What follows belongs to an exercise in optimizing a design on an open flow for small area, a short achievable clock period and few clock cycles per item; a production flow would make more cautious choices.
The RTL was checked by simulation tests, not by an equivalence proof against the original design.

## build 44
## fp_mul_arbiter
module fp_mul_arbiter #(
    parameter int W = fp_alu_pkg::FP_W
) (
    input  logic         clk,
    input  logic         rst,
    input  logic         req0_valid,
    input  logic [W-1:0] req0_a,
    input  logic [W-1:0] req0_b,
    output logic         req0_ready,
    input  logic         req1_valid,
    input  logic [W-1:0] req1_a,
    input  logic [W-1:0] req1_b,
    output logic         req1_ready,
    output logic         rsp_valid,
    output logic [W-1:0] rsp_data,
    output logic         rsp_id,
    input  logic         rsp_ready
);
Size in the first run: about 20000 um2 of cells after synthesis.
export LEC_CHECK = 0
export CAP_MARGIN = 20
export CORE_MARGIN = 2
export CORE_UTILIZATION = 40
export CTS_BUF_LIST = sky130_fd_sc_hd__clkbuf_8
export SETUP_SLACK_MARGIN = 5
export SLEW_MARGIN = 20
export SYNTH_HIERARCHICAL = 1
export SYNTH_MINIMUM_KEEP_SIZE = 0
create_clock -name core_clock -period 11.0 [get_ports {clk}]
standard.sh (not shown) runs the stock make flow with config.mk's settings and CLKGATE_MAP_FILE= SYNTH_SCRIPT=/design/flow/synth_recipe.tcl, a recipe that flattens the netlist after the stock synthesis.
==> flow/flow/run.sh <==
#!/bin/bash
# The standard ORFS layout (the standard.sh, standard synthesis unchanged),
# with buf_2 cells as the port buffers and a larger setup repair margin.
set -euo pipefail
bash standard.sh "BUFFER_PORTS_ARGS=-buffer_cell sky130_fd_sc_hd__buf_2" SETUP_SLACK_MARGIN=5.4 finish > orfs_make.log 2>&1
Looking at the reports, build 44 completed the entire flow and the layout it produced met the timing, design-rule and antenna checks.
Testbench counts of build 44, summed over its fixed seeds: cycles 6,416, items 6,400.
Setup changes, build 44 to build 85
# build 44
export LEC_CHECK = 0
export CAP_MARGIN = 20
export CORE_MARGIN = 2
export CORE_UTILIZATION = 40
export CTS_BUF_LIST = sky130_fd_sc_hd__clkbuf_8
export SETUP_SLACK_MARGIN = 5
export SLEW_MARGIN = 20
export SYNTH_HIERARCHICAL = 1
export SYNTH_MINIMUM_KEEP_SIZE = 0
create_clock -name core_clock -period 11.0 [get_ports {clk}]
# build 85
export LEC_CHECK = 0
export CAP_MARGIN = 20
export CORE_MARGIN = 2
export CORE_UTILIZATION = 60
export CTS_BUF_LIST = sky130_fd_sc_hd__clkbuf_8
export SETUP_SLACK_MARGIN = 5
export SLEW_MARGIN = 20
export SYNTH_HIERARCHICAL = 1
export SYNTH_MINIMUM_KEEP_SIZE = 0
create_clock -name core_clock -period 11.0 [get_ports {clk}]
==> flow/flow/run.sh <==
#!/bin/bash
# The standard ORFS layout (the standard.sh, standard synthesis unchanged),
# with buf_2 cells as the port buffers and a larger setup repair margin.
set -euo pipefail
bash standard.sh "BUFFER_PORTS_ARGS=-buffer_cell sky130_fd_sc_hd__buf_2" SETUP_SLACK_MARGIN=5.5 finish > orfs_make.log 2>&1
Findings:
Build 85 finished every stage and its layout cleared the timing, design-rule and antenna checks.
The highest clock frequency the design can meet of build 85 is higher than that of build 44.
Build 85 ended with less post-layout minimum cycle time than build 44.
Build 44 and build 85 ended up with roughly the same number of multi-input combinational cells in the layout.
Growth of design area from synthesis to finish, build 44 and build 85, higher one = build 44.
The higher total half-perimeter wirelength after legalization and detailed placement came out of build 85.
| sequential share of layout area | build 44 vs build 85 | ≈ equal |
Input-level comparison between build 22 and build 85:
==> flow/flow/run.sh <==
#!/bin/bash
# The standard ORFS layout (the standard.sh, standard synthesis unchanged),
# with buf_2 cells as the port buffers and a larger setup repair margin.
set -euo pipefail
bash standard.sh "BUFFER_PORTS_ARGS=-buffer_cell sky130_fd_sc_hd__buf_2" SETUP_SLACK_MARGIN=5.4 finish > orfs_make.log 2>&1
## What came out
- All of build 22 and build 85 finish clean.
- Looking at end of the critical path, the s2_ph_q[17]$_DFFE_PN_ result is from build 85; the s2_ph_q[16]$_DFFE_PN_ one comes from build 22.
- Achievable clock frequency (build 22 over build 85): decrease, 0.95%
- Comparing build 22 and build 85, final routed wirelength across all metal layers is higher on build 22.
- Build 22 against build 85: critical path depth climbed 1, fraction of area in clock buffers and inverters went up.
- Global-route wire length before repair grows slightly when moving from build 85 to build 22.
- Side by side, fraction of standard cell area that is sequential turned out higher in build 22 than in build 85.
- From build 85 to build 22 the numbers moved as follows: setup skew after layout moved up, die area level.
- Core utilization down 0.85 points in build 22 wrt build 85

========
Another version of the RTL of fp_mul_arbiter (not shown whole).
Size: roughly 0.020 mm2 of cells after synthesis.
export LEC_CHECK = 0
export CAP_MARGIN = 20
export CORE_MARGIN = 2
export CORE_UTILIZATION = 40
export CTS_BUF_LIST = sky130_fd_sc_hd__clkbuf_8
export SETUP_SLACK_MARGIN = 5
export SLEW_MARGIN = 20
export SYNTH_HIERARCHICAL = 1
export SYNTH_MINIMUM_KEEP_SIZE = 0
create_clock -name core_clock -period 11.0 [get_ports {clk}]
==> flow/flow/run.sh <==
#!/bin/bash
# The standard ORFS layout (the standard.sh, standard synthesis unchanged),
# with buf_2 cells as the port buffers and a larger setup repair margin.
set -euo pipefail
bash standard.sh "BUFFER_PORTS_ARGS=-buffer_cell sky130_fd_sc_hd__buf_2" SETUP_SLACK_MARGIN=5.4 finish > orfs_make.log 2>&1
Testbench counts at the start, summed over its fixed seeds: cycles 6,416, items 6,400.
Change:
==> flow/flow/run.sh (replaced) <==
#!/bin/bash
# The standard ORFS layout (the standard.sh, standard synthesis unchanged),
# with buf_2 cells as the port buffers instead of the resizer's default pick.
set -euo pipefail
bash standard.sh "BUFFER_PORTS_ARGS=-buffer_cell sky130_fd_sc_hd__buf_2" finish > orfs_make.log 2>&1
Settings changed: GPL_TIMING_DRIVEN set to 0.
Non-clock buffer count rises by 115.
Final cell count rises by about 4%.
Worst hold slack barely changes.
Setup slack is worse by 0.40 ns.
Design area rises by 0.32%.
Change:
Settings changed: GPL_TIMING_DRIVEN 0 to unset.
The changed run completed without violations.
Cell count came out lower by 5.0%.
Global-route usage falls by 3.1 points.
Worst setup slack gets better by 0.082 ns.

[re-timing with driven ports]
The results above use ideal ports. As a check the final layouts listed here were re-extracted and re-timed, cells and wires unchanged. Step 1 sets driving cells, clkbuf_16 on the clock port and buf_2 on the other inputs (assumed; they add their load-dependent delay and slew). Step 2 moves the port delays by t, midway between the first and last clock arrival at a register: inputs arrive t later, outputs are due t later. That takes back most of the time a late clock gives input paths. Slacks: no drivers / after step 1 / after step 2; pairs: no drivers / after step 1.
run	t, ns	slack for setup (ns)	latest minus earliest clock arrival (ns)	slew at the worst register clock pin (ns)	worst slew at a driven data input, ns
build 44	0.506	5.526 / 5.524 / 5.426	0.022 / 0.021	0.09 / 0.09	0.05
build 85	0.512	5.571 / 5.542 / 5.551	0.023 / 0.023	0.09 / 0.09	0.07
build 22	0.520	5.519 / 5.512 / 5.512	0.035 / 0.035	0.11 / 0.11	0.09
the first run of note 2	0.491	5.513 / 5.487 / 5.513	0.013 / 0.013	0.09 / 0.09	0.07
the second run of note 2	0.497	5.115 / 5.115 / 5.115	0.018 / 0.017	0.09 / 0.09	0.06
the third run of note 2	0.493	5.197 / 5.197 / 5.197	0.012 / 0.013	0.09 / 0.09	0.07
After both steps setup and hold are still met in every run listed. The setup slack of build 44, which loses most, moves by -0.002 ns with the drivers and by -0.100 ns with both steps.
